Context: an optimization exercise on an open-source flow, tuned for small area, a short achievable clock period and few clock cycles per item. The choices shown serve that exercise and are no tape-out recipe. In this exercise RTL edits were held to simulation tests only and were not proved equivalent to the original.

## design/flow/config.mk

```make
export PLATFORM = sky130hd
export DESIGN_NAME = battery_compensated_angle_from_adc
export DESIGN_NICKNAME = battery_compensated_angle_from_adc
export VERILOG_FILES = /design/flow/design.v
export SDC_FILE = /design/flow/constraint.sdc
export NUM_CORES = 4
export LEC_CHECK = 0
export CAP_MARGIN = 20
export CORE_MARGIN = 2
export CORE_UTILIZATION = 40
export SETUP_SLACK_MARGIN = 3.25
export SLEW_MARGIN = 20
```

## design/flow/constraint.sdc

```tcl
create_clock -name core_clock -period 7.5 [get_ports {clk}]
set_input_delay 1.5000 -clock core_clock [delete_from_list [all_inputs] [get_ports {clk}]]
set_output_delay 1.5000 -clock core_clock [all_outputs]
set_load 0.01 [all_outputs]
```

## design/flow/run.sh

```bash
#!/bin/bash
# synth_recipe.tcl (not shown) runs the flow's synth.tcl, then flattens the netlist and writes it again
# the make line also repeats each setting of config.mk as NAME=value (left out here)
make -C /OpenROAD-flow-scripts/flow DESIGN_CONFIG=/design/flow/config.mk WORK_HOME=/design/flow/orfs CLKGATE_MAP_FILE= SYNTH_SCRIPT=/design/flow/synth_recipe.tcl finish
```

## design/flow/design.v

```verilog
`default_nettype none
package bcaa_pkg;
    localparam int BATT_W     = 10;
    localparam int ANGLE_W    = 16;
    localparam int CFG_IDX_W  = 1;
    localparam int CFG_DATA_W = 10;
endpackage
`default_nettype wire
`default_nettype none
module bcaa_divider (
    input  wire logic        clk,
    input  wire logic        rst_n,
    input  wire logic        load,        
    input  wire logic [31:0] a_val,       
    input  wire logic [23:0] den,         
    input  wire logic        ovf,         
    input  wire logic        sgn,         
    input  wire logic        zreq,
    input  wire logic        fault,
    input  wire logic        take,        
    output logic             can_load,
    output logic             can_load_n,  
    output logic             rv,          
    output logic      [17:0] q_x,         
    output logic             r_sgn,
    output logic             r_zreq,
    output logic             r_fault
);
    localparam int NSTEP = 9;
    logic        dbusy;
    logic [3:0]  dcnt;
    logic [23:0] drem;
    logic [5:0]  dlow;        
    logic [17:0] dquo;        
    logic [23:0] dden;
    logic        dovf;        
    logic        dsgn;
    logic        dzreq;
    logic        dfault;
    logic        dstep;
    logic        dfinal;
    logic        dbusy_n;
    logic [3:0]  dcnt_n;
    assign dstep    = dbusy && !(rv && !take);
    assign dfinal   = dbusy && (dcnt == 4'(NSTEP - 1));
    assign can_load = !dbusy || dfinal;
    always_comb begin
        dbusy_n = dbusy;
        dcnt_n  = dcnt;
        if (load) begin
            dbusy_n = 1'b1;
            dcnt_n  = '0;
        end else if (dfinal && dstep) begin
            dbusy_n = 1'b0;
        end else if (dstep) begin
            dcnt_n  = dcnt + 1'b1;
        end
    end
    assign can_load_n = !dbusy_n || (dcnt_n == 4'(NSTEP - 1));
    logic [25:0] x4;
    logic [26:0] s1, s2, s3;
    logic [26:0] c3s, c3c;    
    logic        ge1, ge2, ge3;
    logic [23:0] rem_next;
    logic [1:0]  qdig;
    always_comb begin
        x4 = {drem, dlow[5:4]};
        s1 = {1'b0, x4} - {3'b0, dden};
        s2 = {1'b0, x4} - {2'b0, dden, 1'b0};
        c3s = {1'b0, x4} ^ ~{3'b0, dden} ^ ~{2'b0, dden, 1'b0};
        c3c = ({1'b0, x4} & ~{3'b0, dden}) | ({1'b0, x4} & ~{2'b0, dden, 1'b0})
            | (~{3'b0, dden} & ~{2'b0, dden, 1'b0});
        s3 = 27'(({c3s, 1'b1} + {c3c[25:0], 1'b1, 1'b1}) >> 1);
        ge1 = !s1[26];
        ge2 = !s2[26];
        ge3 = !s3[26];
        if (ge3)      rem_next = s3[23:0];
        else if (ge2) rem_next = s2[23:0];
        else if (ge1) rem_next = s1[23:0];
        else          rem_next = x4[23:0];
        qdig = {ge2, ge3 | (ge1 & ~ge2)};
    end
    always_ff @(posedge clk or negedge rst_n)
        if (!rst_n) begin
            dbusy <= 1'b0;
            dcnt  <= '0;
            rv    <= 1'b0;
        end else begin
            dbusy <= dbusy_n;
            dcnt  <= dcnt_n;
            if (dfinal && dstep)
                rv <= 1'b1;
            else if (take)
                rv <= 1'b0;
        end
    always_ff @(posedge clk) begin
        if (load) begin
            drem   <= a_val[28:5];
            dlow   <= {a_val[4:0], 1'b0};
            dovf   <= ovf;
            dden   <= den;
            dsgn   <= sgn;
            dzreq  <= zreq;
            dfault <= fault;
        end else if (dstep) begin
            drem <= rem_next;
            dlow <= {dlow[3:0], 2'b0};
        end
        if (dstep)
            dquo <= {dquo[15:0], (qdig | {2{dovf}}) ^ {2{dsgn}}};
        if (dfinal && dstep) begin
            r_sgn   <= dsgn;
            r_zreq  <= dzreq;
            r_fault <= dfault;
        end
    end
    assign q_x = dquo;
endmodule
`default_nettype wire
`default_nettype none
module battery_compensated_angle_from_adc (
    input  wire logic                  clk,
    input  wire logic                  rst_n,
    input  wire logic                  in_valid,
    output logic                       in_ready,
    input  wire logic [7:0]            in_code_byte0,
    input  wire logic [7:0]            in_code_byte1,
    input  wire logic [7:0]            in_code_byte2,
    input  wire logic [bcaa_pkg::BATT_W-1:0]     in_battery_count,
    input  wire logic                  in_zero_request,
    input  wire logic                  cfg_valid,
    output logic                       cfg_ready,
    input  wire logic [bcaa_pkg::CFG_IDX_W-1:0]  cfg_index,
    input  wire logic [bcaa_pkg::CFG_DATA_W-1:0] cfg_data,
    output logic                       out_valid,
    input  wire logic                  out_ready,
    output logic      [bcaa_pkg::ANGLE_W-1:0]    out_angle_q8,
    output logic                       out_denominator_fault,
    output logic                       out_offset_taken
);
    logic [1:0] mode_reg;
    logic [9:0] knee_reg;
    assign cfg_ready = 1'b1;
    always_ff @(posedge clk or negedge rst_n)
        if (!rst_n) begin
            mode_reg <= 2'd2;
            knee_reg <= 10'd796;
        end else if (cfg_valid) begin
            if (cfg_index == 1'b0) mode_reg <= cfg_data[1:0];
            else                   knee_reg <= cfg_data;
        end
    logic [25:0] k_scale;     
    logic [26:0] k_vpos;      
    logic [26:0] k_vneg;      
    logic [5:0]  m_mask;      
    always_comb
        case (mode_reg)
            2'd3: begin
                k_scale = 26'd1;  k_vpos = -27'sd20479; k_vneg = 27'd20480; m_mask = 6'b111111;
            end
            2'd2: begin
                k_scale = 26'd4;  k_vpos = -27'sd20476; k_vneg = 27'd20477; m_mask = 6'b111100;
            end
            2'd1: begin
                k_scale = 26'd16; k_vpos = -27'sd20464; k_vneg = 27'd20465; m_mask = 6'b110000;
            end
            default: begin
                k_scale = 26'd64; k_vpos = -27'sd20416; k_vneg = 27'd20417; m_mask = 6'b000000;
            end
        endcase
    logic [23:0] i_code;      
    logic [9:0]  i_batt;
    logic        i_zreq;
    logic [1:0]  i_pos;       
    logic        iv;
    logic [1:0]  apos;        
    logic        consume;
    logic        take;
    logic        acc_full;
    logic        abs_fire;
    logic [23:0] code_in;
    always_comb
        case (mode_reg)
            2'd3:    code_in = {in_code_byte0, in_code_byte1, in_code_byte2};
            2'd2:    code_in = {{6{in_code_byte0[7]}}, in_code_byte0, in_code_byte1, 2'b0};
            2'd1:    code_in = {{4{in_code_byte0[7]}}, in_code_byte0, in_code_byte1, 4'b0};
            default: code_in = {{2{in_code_byte0[7]}}, in_code_byte0, in_code_byte1, 6'b0};
        endcase
    logic        in_ready_q;
    assign consume  = iv && ((i_pos != 2'd0) || !acc_full || abs_fire);
    assign in_ready = in_ready_q;        
    assign take     = in_valid && in_ready;
    always_ff @(posedge clk or negedge rst_n)
        if (!rst_n) begin
            iv   <= 1'b0;
            apos <= 2'd0;
        end else begin
            if (take) begin
                iv   <= 1'b1;
                apos <= apos + 2'd1;
            end else if (consume) begin
                iv   <= 1'b0;
            end
        end
    always_ff @(posedge clk)
        if (take) begin
            i_code <= code_in;
            i_batt <= in_battery_count;
            i_zreq <= in_zero_request;
            i_pos  <= apos;
        end
    logic [25:0] acc;         
    logic [25:0] acc_sum;
    logic        aneg;        
    logic        azreq;
    logic [18:0] hreg;        
    logic        hraw;
    logic        hge;         
    logic        hlo;         
    assign acc_sum = ((i_pos == 2'd0) ? k_scale : acc) + {{2{i_code[23]}}, i_code};
    always_ff @(posedge clk or negedge rst_n)
        if (!rst_n) begin
            acc_full <= 1'b0;
            hraw     <= 1'b0;
        end else begin
            if (consume && i_pos == 2'd3)
                acc_full <= 1'b1;
            else if (abs_fire)
                acc_full <= 1'b0;
            hraw <= consume && (i_pos == 2'd0);
        end
    always_ff @(posedge clk) begin
        if (consume) begin
            acc <= acc_sum;
            if (i_pos == 2'd0) begin
                hreg <= 19'(i_batt);
                hge  <= (i_batt >= knee_reg);
                hlo  <= (i_batt < 10'd59);
            end
            if (i_pos == 2'd3) begin
                aneg  <= acc_sum[25];
                azreq <= i_zreq;
            end
        end
        if (hraw)
            hreg <= (19'(hreg[9:0]) << 9) - (19'(hreg[9:0]) << 7) - 19'(hreg[9:0]);
    end
    logic [26:0] abs_r;
    logic [24:0] v_val;
    always_comb begin
        abs_r = {1'b0, acc ^ {26{aneg}}} + (aneg ? k_vneg : k_vpos);
        v_val = abs_r[26:2] & {19'h7FFFF, m_mask};
    end
    logic        p_x15, p_x225, p_ovf;    
    logic [31:0] facc;
    logic [23:0] fden;        
    logic        ptneg;       
    logic        pzreq;
    logic        pfault;
    logic        c_xinv, c_yinv, c_sh4, c_den;
    logic        handoff;
    logic        hturn;       
    logic        can_a, can_b;
    logic        can_a_n, can_b_n;
    logic        povf;
    logic [31:0] alu_x, alu_y, alu_r;
    always_comb begin
        alu_x = facc ^ {32{c_xinv}};
        alu_y = ({32{c_sh4}} & ((facc << 4) ^ {32{c_yinv}})) | ({32{c_den}} & ~(32'(fden) << 5));
        alu_r = alu_x + alu_y + 32'(c_sh4 | c_den);
        povf  = (|facc[31:29]) || !alu_r[31];
    end
    assign handoff  = p_ovf && (hturn ? can_b : can_a);
    assign abs_fire = acc_full && (!(p_x15 || p_x225 || p_ovf) || handoff);
    always_ff @(posedge clk or negedge rst_n)
        if (!rst_n) begin
            p_x15   <= 1'b0;
            p_x225  <= 1'b0;
            p_ovf   <= 1'b0;
            c_xinv  <= 1'b0;
            c_yinv  <= 1'b0;
            c_sh4   <= 1'b0;
            c_den   <= 1'b0;
            hturn   <= 1'b0;
        end else begin
            p_x15  <= abs_fire;
            p_x225 <= p_x15;
            p_ovf  <= p_x225 || (p_ovf && !handoff);
            if (handoff)
                hturn <= !hturn;
            if (abs_fire) begin                   
                c_xinv <= !abs_r[26];
                c_yinv <= abs_r[26];
                c_sh4  <= 1'b1;
                c_den  <= 1'b0;
            end else if (p_x15) begin             
                c_xinv <= 1'b1;
                c_yinv <= 1'b0;
                c_sh4  <= 1'b1;
                c_den  <= 1'b0;
            end else if (p_x225) begin            
                c_xinv <= 1'b0;
                c_yinv <= 1'b0;
                c_sh4  <= 1'b0;
                c_den  <= 1'b1;
            end
        end
    always_ff @(posedge clk) begin
        if (abs_fire) begin
            facc   <= 32'(signed'(v_val));
            ptneg  <= aneg | abs_r[26];
            pzreq  <= azreq;
            pfault <= !hge && hlo;
            fden   <= hge ? 24'd9420800 : ((24'(hreg) << 5) + 24'(hreg) - 24'd737280);
        end else if (p_x15 || p_x225) begin
            facc <= alu_r;
        end
    end
    always_ff @(posedge clk or negedge rst_n)
        if (!rst_n) begin
            in_ready_q <= 1'b1;
        end else begin
            logic       iv_n, acc_full_n, p_x15_n, p_x225_n, p_ovf_n, hturn_n, handoff_n, abs_fire_n;
            logic [1:0] i_pos_n;
            iv_n       = take || (iv && !consume);
            i_pos_n    = take ? apos : i_pos;
            acc_full_n = (consume && i_pos == 2'd3) || (acc_full && !abs_fire);
            p_x15_n    = abs_fire;
            p_x225_n   = p_x15;
            p_ovf_n    = p_x225 || (p_ovf && !handoff);
            hturn_n    = hturn ^ handoff;
            handoff_n  = p_ovf_n && (hturn_n ? can_b_n : can_a_n);
            abs_fire_n = acc_full_n && (!(p_x15_n || p_x225_n || p_ovf_n) || handoff_n);
            in_ready_q <= !iv_n || (i_pos_n != 2'd0) || !acc_full_n || abs_fire_n;
        end
    logic        rv_a, rv_b;
    logic [17:0] q_a, q_b;
    logic        sg_a, sg_b, zr_a, zr_b, ft_a, ft_b;
    logic        eturn;       
    logic        out_valid_reg;
    logic        out_free;
    logic        emit_a, emit_b, emit;
    assign out_free = !out_valid_reg || out_ready;
    assign emit_a   = rv_a && out_free && !eturn;
    assign emit_b   = rv_b && out_free && eturn;
    assign emit     = emit_a || emit_b;
    bcaa_divider u_div_a (
        .clk      (clk),
        .rst_n    (rst_n),
        .load     (handoff && !hturn),
        .a_val    (facc),
        .den      (fden),
        .ovf      (povf),
        .sgn      (ptneg),
        .zreq     (pzreq),
        .fault    (pfault),
        .take     (emit_a),
        .can_load (can_a),
        .can_load_n (can_a_n),
        .rv       (rv_a),
        .q_x      (q_a),
        .r_sgn    (sg_a),
        .r_zreq   (zr_a),
        .r_fault  (ft_a)
    );
    bcaa_divider u_div_b (
        .clk      (clk),
        .rst_n    (rst_n),
        .load     (handoff && hturn),
        .a_val    (facc),
        .den      (fden),
        .ovf      (povf),
        .sgn      (ptneg),
        .zreq     (pzreq),
        .fault    (pfault),
        .take     (emit_b),
        .can_load (can_b),
        .can_load_n (can_b_n),
        .rv       (rv_b),
        .q_x      (q_b),
        .r_sgn    (sg_b),
        .r_zreq   (zr_b),
        .r_fault  (ft_b)
    );
    logic [17:0] rq;          
    logic        rsgn;
    logic        rzreq;
    logic        rfault;
    logic [17:0] q_sat;
    logic        ofs_pos;
    logic [17:0] ofs_x;
    logic [15:0] angle_reg;
    logic        fault_reg;
    logic        taken_reg;
    always_comb begin
        rq     = eturn ? q_b  : q_a;
        rsgn   = eturn ? sg_b : sg_a;
        rzreq  = eturn ? zr_b : zr_a;
        rfault = eturn ? ft_b : ft_a;
        q_sat  = rq ^ {18{rsgn}};
    end
    always_ff @(posedge clk or negedge rst_n)
        if (!rst_n) begin
            eturn         <= 1'b0;
            out_valid_reg <= 1'b0;
            ofs_pos       <= 1'b1;
            ofs_x         <= '0;
        end else begin
            if (emit)
                eturn <= !eturn;
            if (emit)
                out_valid_reg <= 1'b1;
            else if (out_ready)
                out_valid_reg <= 1'b0;
            if (emit && !rfault && rzreq) begin
                ofs_pos <= rsgn;
                if (rsgn)
                    ofs_x <= q_sat[17] ? 18'd131071 : q_sat;
                else
                    ofs_x <= ~((q_sat[17] && (|q_sat[16:0])) ? 18'd131072 : q_sat);
            end
        end
    logic [20:0] ang_s;
    logic [19:0] ang;
    logic [15:0] ang_c;
    always_comb begin
        ang_s = {{{2{~ofs_pos}}, ofs_x}, 1'b1} + {{{2{rsgn}}, rq}, (~ofs_pos | rsgn)};
        ang   = ang_s[20:1];
        if (rfault || (!ofs_pos && rsgn) || ang[19])
            ang_c = 16'd0;
        else if (|ang[18:16])
            ang_c = 16'hFFFF;
        else
            ang_c = ang[15:0];
    end
    always_ff @(posedge clk) begin
        if (emit) begin
            angle_reg <= ang_c;
            fault_reg <= rfault;
            taken_reg <= !rfault && rzreq;
        end
    end
    assign out_valid             = out_valid_reg;
    assign out_angle_q8          = angle_reg;
    assign out_denominator_fault = fault_reg;
    assign out_offset_taken      = taken_reg;
endmodule
`default_nettype wire
```

==> metrics.md, run 1 <==
| Metric | Value |
|---|---|
| Maximum buffer depth of the clock tree | 3 |
| First-pass GRT wire length | 128000 um |
| Number of maximum-capacitance violations | 0 |
| Share of the synthesized area in the top cell type | 30.3% |
| Register bank with the most flops | facc |
| Crit path cell chain | inv_1 > ha_1 > nor2b_1 > o21a_1 > a311oi_2 > nor3_1 > o211ai_1 > a21boi_0 > o21ai_2 > buf_4 > o311ai_0 > a211oi_1 > a21oi_1 |
| Area of the die | 80700 sq um |
| Placement Rows | 102 |
| Number of enable-type register cells in the synthesized netlist | 317 |
| Number of inserted filler cells in the final layout | 7442 |
| RePlAce Congestion | 0.906 |
| Final routed wirelength across all metal layers | 80800 um |
| Slowest library cell on the worst path | sky130_fd_sc_hd__a311oi_2 |
| Proportion of layout cells with a drive suffix above 1 | 8.53% |
| Initial Utilization | 40.4% |
| Run status | finished clean |
| Post-layout minimum cycle time | 4.13 ns |
| CTS root buf | sky130_fd_sc_hd__clkbuf_16 |
| # H-tree levels | 2 |
| Utilization of the core after routing | 45.9% |
| Synthesized area | 31400 sq um |
| Starting DRC count in detailed routing | 1763 |
| Leading registers by flop count | facc x32, acc x26 |
| Reg2Reg Setup Slack | 3.37 ns |
| Vias | 24716 |
| Biggest cell delay along the critical path | 0.52 ns |
| Reg2reg path depth | 13 |
| Most common library cells after synthesis | 332 x sky130_fd_sc_hd__ha_1, 317 x sky130_fd_sc_hd__edfxtp_1, 275 x sky130_fd_sc_hd__a21oi_1 |
| Worst Setup Path Type | flop to flop |
| Fin Setup TNS | 0 ns |
| Number of max-slew violations in the final report | 0 |
| Number of buffers created by CTS | 44 |
| Reg2Reg Launch Point | u_div_b.dden[1]$_DFFE_PP_ |
| Post-synthesis to final-layout area growth | 13.5% |
| Endpoint arrival time on the critical path | 4.44 ns |
| Avg Cell Area, Syn | 9.56 sq um |
| Number of global-route vias before repair | 23712 |
| Core Region | 77600 sq um |
| End of the worst register-to-register path | u_div_b.drem[2]$_DFFE_PP_ |
| Count of cell types in the netlist | 87 |
| DPL Wire Length | 60300 um |
| Synth area leaders | sky130_fd_sc_hd__edfxtp_1 30%, sky130_fd_sc_hd__ha_1 13%, sky130_fd_sc_hd__xnor2_1 4.6% |
| Hold wc startpoint | u_div_a.dfault$_DFFE_PP_ |
| Clock-pin transition on the worst setup and hold timing paths | 0.07 ns |
| Number of synthesis warnings | 2 |
| Worst path required time | 7.81 ns |
| Maximum fanout count along the critical path | 38 |
| Setup clock skew after layout | 0.0437 ns |
| Number of buffers added on ports | 70 |
| Final critical-path share of the clock period | 55.1% |
| Net count of the mapped netlist | 3723 |
| Post-synthesis cell count | 3282 |
| Flop and latch count out of synthesis | 378 |
| Remaining routing DRC violations | 0 |
| Top Ports | 72 |
| Congestion Overflow GR | 0 |
| Number of buffers added to fix hold violations after cts | 0 |
| Synth area leader | sky130_fd_sc_hd__edfxtp_1 |
| Hold path depth | 0 |
| Sequential area share after synthesis | 35.2% |
| Number of flip-flops in the largest register | 32 |
| Total track usage | 19.5% |
| Worst skew pair latency | 0.62 ns |
| Predominant post-synthesis flop cell | sky130_fd_sc_hd__edfxtp_1 |
| Maximum clock rate | 0.242 GHz |
| Worst Setup Start Kind | flop |
| RSZ-0062 raised after global routing | yes |
| CTS tree | done |
| Hold WC Path Type | flop to flop |
| Routed length per placed instance | 18.2 um |
| Die X | 284 um |
| Number of nets with antenna violations after detailed routing | 0 |
| Antenna violations before repair | 4 |
| Critical Path End Type | flop |
| Slew headroom | 33.4% |
| Via/cell ratio | 5.56 |
| Total number of nets in the final design | 3806 |
| Launching instance or port of the critical path | u_div_b.dden[1]$_DFFE_PP_ |
| FFs w/ async S/R, synth | 15.6% |
| Slew of the pin with the lowest slew margin | 0.998 ns |
| Final count of negative-setup-slack endpoints | 0 |
| Total number of clock tree sinks | 378 |
| Leading cell type by number of instances after synthesis | sky130_fd_sc_hd__ha_1 |
| Final hold violation count | 0 |
| First-pass iteration count of the detailed router | 7 |
| Die boundary height | 284 um |
| Pin count of the biggest net entering global routing | 76 |
| Endpoint of the worst hold path | u_div_a.r_fault$_DFFE_PP_ |
final cells by class:
type / count / area, sq um / share of cell area, %
repair buffers: 132 / 1280 / 3.61
clock inverters: 33 / 470 / 1.32
well taps: 1040 / 1300 / 3.66
diodes: 1 / 2.50 / 0.00703
flip-flops and latches: 378 / 11100 / 31.0
inverters: 228 / 871 / 2.45
multi-input cells: 2579 / 19500 / 54.7
repair inverters: 2 / 10.0 / 0.0281
clock buffers: 49 / 1130 / 3.17
logic make-up (layout without fill, tap and decap cells):
logic type,Yosys count,in the layout,synth area share [%]
AO/OA/AOI/OAI,952,953,19.6
AND/OR/NAND/NOR,867,867,13.5
adder cells (fa/ha/maj),390,390,16.9
flip-flops,378,378,35.2
buffers and inverters,326,444,3.96
XOR/XNOR,297,297,8.29
multiplexers,71,71,2.47
other,1,2,0.0120
per-stage QoR:
stage / cell area, sq um / hold slack [ns] / cells / worst slack [ns]
floorplan: 31400 / 0.400 / 3282 / 3.26
global placement: 33200 / 0.404 / 4318 / 2.51
detailed placement: 33200 / 0.405 / 4318 / 2.44
CTS: 35100 / 0.411 / 4415 / 3.25
global route: 35600 / 0.429 / 4441 / 3.17
finish: 35600 / 0.418 / 4442 / 3.37
critical path, delay by kind of cell (launching register included):
| kind | cells | cell delay, ns |
|---|---|---|
| fa+ha+maj | 1 | 0.26 |
| buf+inv | 2 | 0.60 |
| simple gates | 2 | 0.28 |
| flops | 1 | 0.46 |
| compound gates | 8 | 2.24 |
placed cells by master (no fill, tap or decap), drive strengths merged, types with 50 or more instances in the layout:
cell type      Yosys  routed
mux2              52      52
o21ai            188     188
nand2            175     175
nand3             70      70
nor3              73      73
xnor2            165     165
edfxtp           317     317
a21o              93      93
dfrtp             51      51
inv              226     226
xor2             132     132
o21a              50      50
nor2             260     260
clkbuf            70      52
buf               28      60
ha               332     332
fa                58      58
clkdlybuf4s50      0      69
a21oi            276     276
nor2b             71      71
routing by layer:
metal  GRT usage (%)  share of wire, %  up-vias
met5               0                 0        -
met4            5.71               2.8        0
met3            2.23               5.3      129
met2            31.8                45      617
met1            27.2                47    11702
li1                -                 -    12268
how the worst max path moves through the flow:
stage / end
5_1_grt: u_div_b.drem[2]$_DFFE_PP_
4_1_cts: angle_reg[0]$_SDFFCE_PP0P_
3_3_place_gp: u_div_b.drem[22]$_DFFE_PP_
3_5_place_dp: u_div_b.drem[22]$_DFFE_PP_
6_report: u_div_b.drem[2]$_DFFE_PP_
2_1_floorplan: facc[30]$_DFFE_PP_
repair_timing:
action,CTS,global route
endpoints found under the setup margin,77,69
gates cloned,2,4
pin swaps,9,17
resized for setup,43,54
hold endpoints to repair,0,0
setup buffers,13,22
Testbench counts, summed over its fixed seeds: cycles 7,320, items 1,600.
==> inputs of run 2 (changes only) <==
--- a/design/flow/config.mk
+++ b/design/flow/config.mk
@@ -10,3 +10,3 @@
 export CORE_UTILIZATION = 40
-export SETUP_SLACK_MARGIN = 3.25
+export SETUP_SLACK_MARGIN = 3.5
 export SLEW_MARGIN = 20
==> run 2 against run 1 <==
Non-clock buffer count up 21. Still clean on timing, DRC and antenna. Highest routed layer is now met5. Sequential share of layout area down 0.31 points. Worst hold slack about the same. Die area unchanged. Critical path type unchanged.
==> metrics.md, run 2 <==
| Metric | Value |
|---|---|
| Register bank with the most flops | facc |
| Worst Setup Start Kind | flop |
| Fraction of the mapped netlist area in adder cells | 16.9% (unchanged) |
| First-pass iteration count of the detailed router | 9 (+2) |
| Most common library cells after synthesis | 332 x sky130_fd_sc_hd__ha_1, 317 x sky130_fd_sc_hd__edfxtp_1, 275 x sky130_fd_sc_hd__a21oi_1 |
| Synth area leader | sky130_fd_sc_hd__edfxtp_1 |
| Predominant post-synthesis flop cell | sky130_fd_sc_hd__edfxtp_1 |
| Antenna violations before repair | 5 (+1) |
| Instance area at placement | 33300 sq um (+0.17%) |
| Most frequent standard cell in the layout excluding fill and tap cells | sky130_fd_sc_hd__ha_1 |
| Maximum clock rate | 0.249 GHz (+3.1%) |
| First-pass GRT wire length | 131000 um (+2.6%) |
| Number of max-slew violations in the final report | 0 (unchanged) |
| FFs w/ async S/R, synth | 15.6% (unchanged) |
| RePlAce Congestion | 0.897 (-1.0%) |
| Slowest library cell on the worst path | sky130_fd_sc_hd__dfstp_2 |
| Synthesized area | 31400 sq um (unchanged) |
| Hold WC Path Type | flop to flop |
| Die boundary height | 284 um (unchanged) |
| Final hold violation count | 0 (unchanged) |
| Final critical-path share of the clock period | 53.5% (-1.6 points) |
| Avg Cell Area, Syn | 9.56 sq um (unchanged) |
| Setup slack of the critical path after layout | 3.49 ns (+0.124 ns) |
| DPL Wire Length | 60900 um (+1.0%) |
| Die X | 284 um (unchanged) |
| Leading registers by flop count | facc x32, acc x26 |
| Count of antenna diodes in the layout | 0 (-1) |
| Clock-pin transition on the worst setup and hold timing paths | 0.06 ns (about the same) |
| Fin Setup TNS | 0 ns (unchanged) |
| Final routed wirelength across all metal layers | 82800 um (+2.5%) |
| Final count of negative-setup-slack endpoints | 0 (unchanged) |
| Number of buffers created by CTS | 43 (-2.3%) |
| Synthesized-area fraction occupied by ao, oa, aoi and oai cells | 19.6% (unchanged) |
| Synth area leaders | sky130_fd_sc_hd__edfxtp_1 30%, sky130_fd_sc_hd__ha_1 13%, sky130_fd_sc_hd__xnor2_1 4.6% |
| Routed length per placed instance | 18.6 um (+2.0%) |
| Slew headroom | 35.4% (+2.0 points) |
| Number of enable-type register cells in the synthesized netlist | 317 (unchanged) |
| Number of maximum-capacitance violations | 0 (unchanged) |
| Number of buffers added to fix hold violations after cts | 0 (unchanged) |
| Number of buffers added on ports | 70 (unchanged) |
| Total number of clock tree sinks | 378 (unchanged) |
| Fraction of synthesized cell area in xor and xnor cells | 8.29% (unchanged) |
| Most frequent cells in the layout | 324 x sky130_fd_sc_hd__ha_1, 317 x sky130_fd_sc_hd__edfxtp_1, 266 x sky130_fd_sc_hd__a21oi_1 |
| Multiplexer area fraction after synthesis | 2.47% (unchanged) |
| Post-synthesis cell count | 3282 (unchanged) |
| Total track usage | 20.1% (+0.57 points) |
| Net count of the mapped netlist | 3723 (unchanged) |
| CTS root buf | sky130_fd_sc_hd__clkbuf_16 |
| Fraction of the mapped netlist area in simple logic gates | 13.5% (unchanged) |
| Core Region | 77600 sq um (unchanged) |
| Number of synthesis warnings | 2 (unchanged) |
| Proportion of layout cells with a drive suffix above 1 | 9.87% (+1.3 points) |
| Share of the synthesized area in the top cell type | 30.3% (unchanged) |
| Endpoint arrival time on the critical path | 4.33 ns (-0.11 ns) |
| Number of global-route vias before repair | 23987 (+1.2%) |
| Worst Setup Path Type | flop to flop |
| Maximum buffer depth of the clock tree | 3 (unchanged) |
| Number of flip-flops in the largest register | 32 (unchanged) |
| Worst path required time | 7.83 ns (+0.02 ns) |
| Post-layout minimum cycle time | 4.01 ns (-0.124 ns) |
| CTS tree | done |
| Total number of nets in the final design | 3830 (+0.63%) |
| Pre-CTS worst setup slack | 2.34 ns (-0.0952 ns) |
| Flop and latch count out of synthesis | 378 (unchanged) |
| Critical path buffers and inverters | 1 (-1) |
| Area of the die | 80700 sq um (unchanged) |
| Maximum fanout count along the critical path | 4 (-89%) |
| Post-synthesis to final-layout area growth | 14.6% |
| Initial Utilization | 40.4% (unchanged) |
| Setup clock skew after layout | 0.0253 ns (-0.0184 ns) |
| Top Ports | 72 (unchanged) |
| Count of cell types in the netlist | 87 (unchanged) |
| Crit path cell chain | buf_4 > ha_4 > and2_4 > ha_4 > a21o_1 > a21o_1 > o31a_1 > a221o_1 > nand4_1 > a21oi_2 > a221oi_4 > o221ai_2 > a21oi_1 > o22ai_1 > ha_1 > nand2_2 > o21ai_1 |
| Biggest cell delay along the critical path | 0.57 ns (+0.05 ns) |
| Number of nets with antenna violations after detailed routing | 0 (unchanged) |
| Sequential area share after synthesis | 35.2% (unchanged) |
| # H-tree levels | 2 (unchanged) |
| Leading cell type by number of instances after synthesis | sky130_fd_sc_hd__ha_1 |
| Critical Path End Type | flop |
| Design area | 36000 sq um (+1.0%) |
| RSZ-0062 raised after global routing | yes |
| Remaining routing DRC violations | 0 (unchanged) |
| Starting DRC count in detailed routing | 1894 (+7.4%) |
| Number of inserted filler cells in the final layout | 7404 (-0.51%) |
| Slew of the pin with the lowest slew margin | 0.969 ns (-0.0294 ns) |
| Cell family with the largest share of critical-path delay | compound AO/OA/AOI/OAI gates |
| Placement Rows | 102 (unchanged) |
| Run status | finished clean |
| Dominant combinational cell family by area after synthesis | compound AO/OA/AOI/OAI gates |
| Via/cell ratio | 5.57 (about the same) |
| Vias | 24844 (+0.52%) |
| Pin count of the biggest net entering global routing | 76 (unchanged) |
| Worst skew pair latency | 0.60 ns (-0.02 ns) |
| Congestion Overflow GR | 0 (unchanged) |
run 2: cell counts after synthesis:
Identical to the previous run, type by type.
run 2: logic make-up (layout without fill, tap and decap cells):
logic type	after synthesis	count (layout)
compound gates	952	953
xor+xnor	297	297
fa+ha+maj	390	390
buf+inv	326	465
flops	378	378
mux	71	71
other cells	1	1
simple gates	867	869
run 2: metal layers:
| metal | vias up | share of wire, % | global-route usage (%) |
|---|---|---|---|
| met3 | 127 | 5.1 | 2.57 |
| met5 | - | 0.014 | 0 |
| met1 | 11777 | 46 | 27.6 |
| met4 | 2 | 2.9 | 6.00 |
| li1 | 12327 | - | - |
| met2 | 611 | 46 | 32.9 |
run 2: final timing paths:
| kind | startpoint | endpoint | slack [ns] | cells after the start |
|---|---|---|---|---|
| setup / recovery | mode_reg[1]$_DFFE_PN1P_ | facc[30]$_DFFE_PP_ | 3.49 | 17 |
| hold / removal | azreq$_DFFE_PP_ | pzreq$_DFFE_PN_ | 0.42 | 0 |
| setup reg to reg | mode_reg[1]$_DFFE_PN1P_ | facc[30]$_DFFE_PP_ | 3.49 | 17 |
| hold reg to reg | azreq$_DFFE_PP_ | pzreq$_DFFE_PN_ | 0.42 | 0 |
| max in group asynchronous | rst_n | c_xinv$_DFFE_PN0P_ | 5.77 | 2 |
| min in group asynchronous | rst_n | knee_reg[5]$_DFFE_PN0P_ | 1.06 | 2 |
run 2: final cells by class:
| type | instances | area, sq um | area share [%] |
|---|---|---|---|
| Sequential cell | 378 | 11100 | 30.7 |
| Tap cell | 1040 | 1300 | 3.62 |
| Clock inverter | 26 | 412 | 1.14 |
| Timing Repair Buffer | 153 | 1490 | 4.14 |
| Clock buffer | 54 | 1160 | 3.22 |
| Timing Repair inverter | 4 | 22.5 | 0.0626 |
| Inverter | 228 | 875 | 2.43 |
| Multi-Input combinational cell | 2581 | 19600 | 54.6 |
run 2: timing repair:
item	CTS	global route
pin swaps	21	22
buffers inserted	27	27
setup endpoints to repair	94	106
gates resized for setup	64	59
gates cloned	7	4
hold endpoints to repair	0	0
run 2: metrics by stage:
step                hold WS [ns]  instances  utilization [%]
floorplan                  0.400       3282                -
global placement           0.404       4319             42.9
detailed placement         0.406       4319             42.9
CTS                        0.420       4433             45.7
global route               0.429       4464             46.3
finish                     0.418       4464             46.3
==> inputs of run 3 (changes only) <==
--- a/design/flow/config.mk
+++ b/design/flow/config.mk
@@ -9,3 +9,3 @@
 export CORE_MARGIN = 2
-export CORE_UTILIZATION = 40
+export CORE_UTILIZATION = 55
 export SETUP_SLACK_MARGIN = 3.5
==> run 3 against run 2 <==
Die area fell by 27%. Clock skew shrank 0.0088 ns. Final area shrank 2.0%. Count of clock-buffer cells in the layout unchanged. Setup slack worse by 0.084 ns. Worst hold slack improved by 0.0024 ns. Maximum frequency down 2.0%. Still clean on timing, DRC and antenna.
==> metrics.md, run 3 <==
| Metric | Value |
|---|---|
| CTS root buf | sky130_fd_sc_hd__clkbuf_16 |
| Endpoint of the most critical setup path | facc[26]$_DFFE_PP_ |
| Maximum fanout count along the critical path | 5 (+1) |
| Leading cell type by number of instances after synthesis | sky130_fd_sc_hd__ha_1 |
| Worst Setup Path Type | flop to flop |
| Critical path's most frequent cell | sky130_fd_sc_hd__ha_4 |
| CTS tree | done |
| FFs w/ async S/R, synth | 15.6% (unchanged) |
| Number of flip-flops in the largest register | 32 (unchanged) |
| Count of cell types in the netlist | 87 (unchanged) |
| Starting DRC count in detailed routing | 1643 (-13%) |
| Final critical-path share of the clock period | 54.6% (+1.1 points) |
| Most frequent standard cell in the layout excluding fill and tap cells | sky130_fd_sc_hd__ha_1 |
| Register bank with the most flops | facc |
| Net count of the mapped netlist | 3723 (unchanged) |
| Area of the die | 59000 sq um (-27%) |
| Slew headroom | 36.8% (+1.4 points) |
| Predominant post-synthesis flop cell | sky130_fd_sc_hd__edfxtp_1 |
| Number of enable-type register cells in the synthesized netlist | 317 (unchanged) |
| Remaining routing DRC violations | 0 (unchanged) |
| Worst path required time | 7.82 ns (about the same) |
| # H-tree levels | 2 (unchanged) |
| Die boundary height | 243 um (-15%) |
| Pin count of the biggest net entering global routing | 72 (-5.3%) |
| Synth area leaders | sky130_fd_sc_hd__edfxtp_1 30%, sky130_fd_sc_hd__ha_1 13%, sky130_fd_sc_hd__xnor2_1 4.6% |
| Clock-pin transition on the worst setup and hold timing paths | 0.06 ns (about the same) |
| Number of global-route vias before repair | 25243 (+5.2%) |
| Utilization of the core after routing | 62.5% (+16 points) |
| Top Ports | 72 (unchanged) |
| First-pass iteration count of the detailed router | 9 (unchanged) |
| Launching instance or port of the critical path | mode_reg[1]$_DFFE_PN1P_ |
| Post-synthesis to final-layout area growth | 12.3% |
| Flop and latch count out of synthesis | 378 (unchanged) |
| Congestion Overflow GR | 0 (unchanged) |
| Avg Cell Area, Syn | 9.56 sq um (unchanged) |
| Total number of clock tree sinks | 378 (unchanged) |
| Endpoint arrival time on the critical path | 4.41 ns (+0.08 ns) |
| RePlAce Congestion | 0.926 (+3.2%) |
| Leading registers by flop count | facc x32, acc x26 |
| Crit path cell chain | inv_2 > ha_4 > and2_4 > a21o_1 > ha_4 > o2111a_1 > o31a_1 > a221o_1 > nand4_1 > a21oi_2 > a221oi_4 > o221ai_2 > a21oi_1 > o22ai_1 > ha_1 > nand2_4 > o21ai_2 |
| First-pass GRT wire length | 133000 um (+1.3%) |
| Slowest library cell on the worst path | sky130_fd_sc_hd__dfstp_2 |
| Critical Path End Type | flop |
| Register area | 11000 sq um (about the same) |
| Number of nets with antenna violations after detailed routing | 0 (unchanged) |
| Number of buffers added on ports | 70 (unchanged) |
| Initial Utilization | 55.6% (+15 points) |
| Number of cells after detailed placement | 4036 (-6.6%) |
| Non-filler instance count after layout | 4159 (-6.8%) |
| Via/cell ratio | 6.09 (+9.4%) |
| Area of combinational cells with multiple inputs | 19600 sq um (-0.25%) |
| Number of max-slew violations in the final report | 0 (unchanged) |
| End of the worst register-to-register path | facc[26]$_DFFE_PP_ |
| Final count of negative-setup-slack endpoints | 0 (unchanged) |
| Placement Rows | 87 (-15%) |
| Most common library cells after synthesis | 332 x sky130_fd_sc_hd__ha_1, 317 x sky130_fd_sc_hd__edfxtp_1, 275 x sky130_fd_sc_hd__a21oi_1 |
| Number of inserted filler cells in the final layout | 4845 (-35%) |
| Die X | 243 um (-15%) |
| DPL Wire Length | 62100 um (+2.0%) |
| Number of buffers created by CTS | 45 (+4.7%) |
| Most frequent cells in the layout | 324 x sky130_fd_sc_hd__ha_1, 317 x sky130_fd_sc_hd__edfxtp_1, 265 x sky130_fd_sc_hd__a21oi_1 |
| Total number of nets in the final design | 3806 (-0.63%) |
| Maximum buffer depth of the clock tree | 3 (unchanged) |
| Maximum clock rate | 0.244 GHz (-2.0%) |
| Worst skew pair latency | 0.60 ns (about the same) |
| Hold WC Path Type | flop to flop |
| Antenna violations before repair | 4 (-1) |
| Design area | 35200 sq um (-2.0%) |
| Number of buffers added to fix hold violations after cts | 0 (unchanged) |
| Sequential area share after synthesis | 35.2% (unchanged) |
| Reg2Reg Setup Slack | 3.41 ns (-0.08 ns) |
| Final hold violation count | 0 (unchanged) |
| RSZ-0062 raised after global routing | yes |
| Total track usage | 27.9% (+7.8 points) |
| Vias | 25317 (+1.9%) |
| Synth area leader | sky130_fd_sc_hd__edfxtp_1 |
| Post-synthesis cell count | 3282 (unchanged) |
| Setup clock skew after layout | 0.0164 ns (-0.00884 ns) |
| Final routed wirelength across all metal layers | 82600 um (-0.29%) |
| Worst Setup Start Kind | flop |
| Number of synthesis warnings | 2 (unchanged) |
| Fin Setup TNS | 0 ns (unchanged) |
| Number of maximum-capacitance violations | 0 (unchanged) |
| Proportion of layout cells with a drive suffix above 1 | 9.17% (-0.70 points) |
| Run status | finished clean |
| Slew of the pin with the lowest slew margin | 0.948 ns (-0.0208 ns) |
| Critical path buffers and inverters | 1 (unchanged) |
| Share of the synthesized area in the top cell type | 30.3% (unchanged) |
| Number of cells on the critical path | 17 (unchanged) |
| Biggest cell delay along the critical path | 0.58 ns (about the same) |
| Reg2reg path depth | 17 (unchanged) |
| Post-layout minimum cycle time | 4.09 ns (+0.0836 ns) |
| Core Region | 56400 sq um (-27%) |
| Cell family with the largest share of critical-path delay | compound AO/OA/AOI/OAI gates |
| Routed length per placed instance | 19.9 um (+7.0%) |
| Synthesized area | 31400 sq um (unchanged) |
| Reg2Reg Launch Point | mode_reg[1]$_DFFE_PN1P_ |
| Instance area at placement | 32900 sq um (-1.0%) |
run 3: changes by cell type in the layout (fill, tap and decap cells not counted), moves of 3 or more:
cell / previous run / this run
sky130_fd_sc_hd__o21ai_1: 15 / 10
sky130_fd_sc_hd__o41ai_2: 5 / 2
sky130_fd_sc_hd__buf_4: 70 / 49
sky130_fd_sc_hd__o21ai_2: 3 / 11
sky130_fd_sc_hd__dfrtp_1: 47 / 50
sky130_fd_sc_hd__buf_6: 0 / 3
sky130_fd_sc_hd__clkbuf_8: 5 / 0
run 3: repair_timing:
| item | 4_1_cts | 5_1_grt |
|---|---|---|
| pin swaps | 20 | 12 |
| gates cloned | 6 | 0 |
| setup endpoints to repair | 91 | 79 |
| resized for setup | 64 | 52 |
| buffers inserted | 18 | 14 |
run 3: layer usage:
layer,vias up,track usage [%],share of wire (%)
li1,12269,-,-
met1,12186,36.1,43
met2,671,47.5,48
met3,189,3.33,5.1
met4,2,11.4,3.9
met5,-,0,0.016
run 3: final cells by class:
class	instances	share of cell area, %
Antenna cell	1	0.00710
Multi-Input combinational cell	2580	55.6
Clock inverter	30	1.05
Timing Repair inverter	3	0.0426
Sequential cell	378	31.3
Inverter	228	2.46
Timing Repair Buffer	129	3.50
Clock buffer	54	3.29
Tap cell	756	2.68
run 3: metrics by stage:
stage / hold WS (ns) / worst slack (ns)
finish: 0.420 / 3.41
detailed placement: 0.407 / 2.32
global placement: 0.406 / 2.43
CTS: 0.423 / 3.42
global route: 0.424 / 3.21
floorplan: 0.400 / 3.43
run 3: cells by family after synthesis:
logic type      share of synthesized area (%)
compound gates                           19.6
simple gates                             13.5
fa+ha+maj                                16.9
flops                                    35.2
buf+inv                                  3.96
xor+xnor                                 8.29
mux                                      2.47
other cells                            0.0120
run 3: worst reg2reg max path: stages (launching register included):
cell	delay (ns)
sky130_fd_sc_hd__dfstp_2	0.58
sky130_fd_sc_hd__inv_2	0.07
sky130_fd_sc_hd__ha_4	0.21
sky130_fd_sc_hd__and2_4	0.15
sky130_fd_sc_hd__a21o_1	0.18
sky130_fd_sc_hd__ha_4	0.23
sky130_fd_sc_hd__o2111a_1	0.15
sky130_fd_sc_hd__o31a_1	0.31
sky130_fd_sc_hd__a221o_1	0.34
sky130_fd_sc_hd__nand4_1	0.17
sky130_fd_sc_hd__a21oi_2	0.11
sky130_fd_sc_hd__a221oi_4	0.31
sky130_fd_sc_hd__o221ai_2	0.16
sky130_fd_sc_hd__a21oi_1	0.16
sky130_fd_sc_hd__o22ai_1	0.09
sky130_fd_sc_hd__ha_1	0.37
sky130_fd_sc_hd__nand2_4	0.16
sky130_fd_sc_hd__o21ai_2	0.08
run 3: worst min path at each step:
stage / startpoint / to / cells past startpoint
2_1_floorplan: i_zreq$_DFFE_PP_ / azreq$_DFFE_PP_ / 0
3_3_place_gp: i_zreq$_DFFE_PP_ / azreq$_DFFE_PP_ / 0
3_5_place_dp: u_div_b.dzreq$_DFFE_PP_ / u_div_b.r_zreq$_DFFE_PP_ / 0
4_1_cts: u_div_a.dzreq$_DFFE_PP_ / u_div_a.r_zreq$_DFFE_PP_ / 0
5_1_grt: i_zreq$_DFFE_PP_ / azreq$_DFFE_PP_ / 0
6_report: u_div_a.dzreq$_DFFE_PP_ / u_div_a.r_zreq$_DFFE_PP_ / 0

static timing again, ports no longer ideal:
The results above use ideal ports. As a check the final layouts listed here were re-extracted and re-timed, cells and wires unchanged. Step 1, drivers: a clkbuf_16 drives clk and a buf_2 each remaining input, both assumed. Step 2, shift: input delay + t, output delay - t, t = (earliest + latest rising clock arrival at the registers) / 2. This alone moves slack from input paths to output paths. Slacks: ideal / step 1 / step 2; pairs: ideal / step 1.
run	shift t [ns]	setup WS [ns]	hold slack, ns	latest minus earliest clock arrival (ns)
run 1	0.659	3.367 / 3.367 / 3.367	0.418 / 0.418 / 0.418	0.044 / 0.043
run 2	0.653	3.491 / 3.491 / 3.301	0.418 / 0.418 / 0.418	0.025 / 0.025
run 3	0.657	3.407 / 3.407 / 3.264	0.420 / 0.420 / 0.420	0.016 / 0.017
After both steps setup and hold are still met in every run listed. For run 2, which loses most, drivers alone change the setup slack by 0.000 ns; drivers and shift together by -0.190 ns.
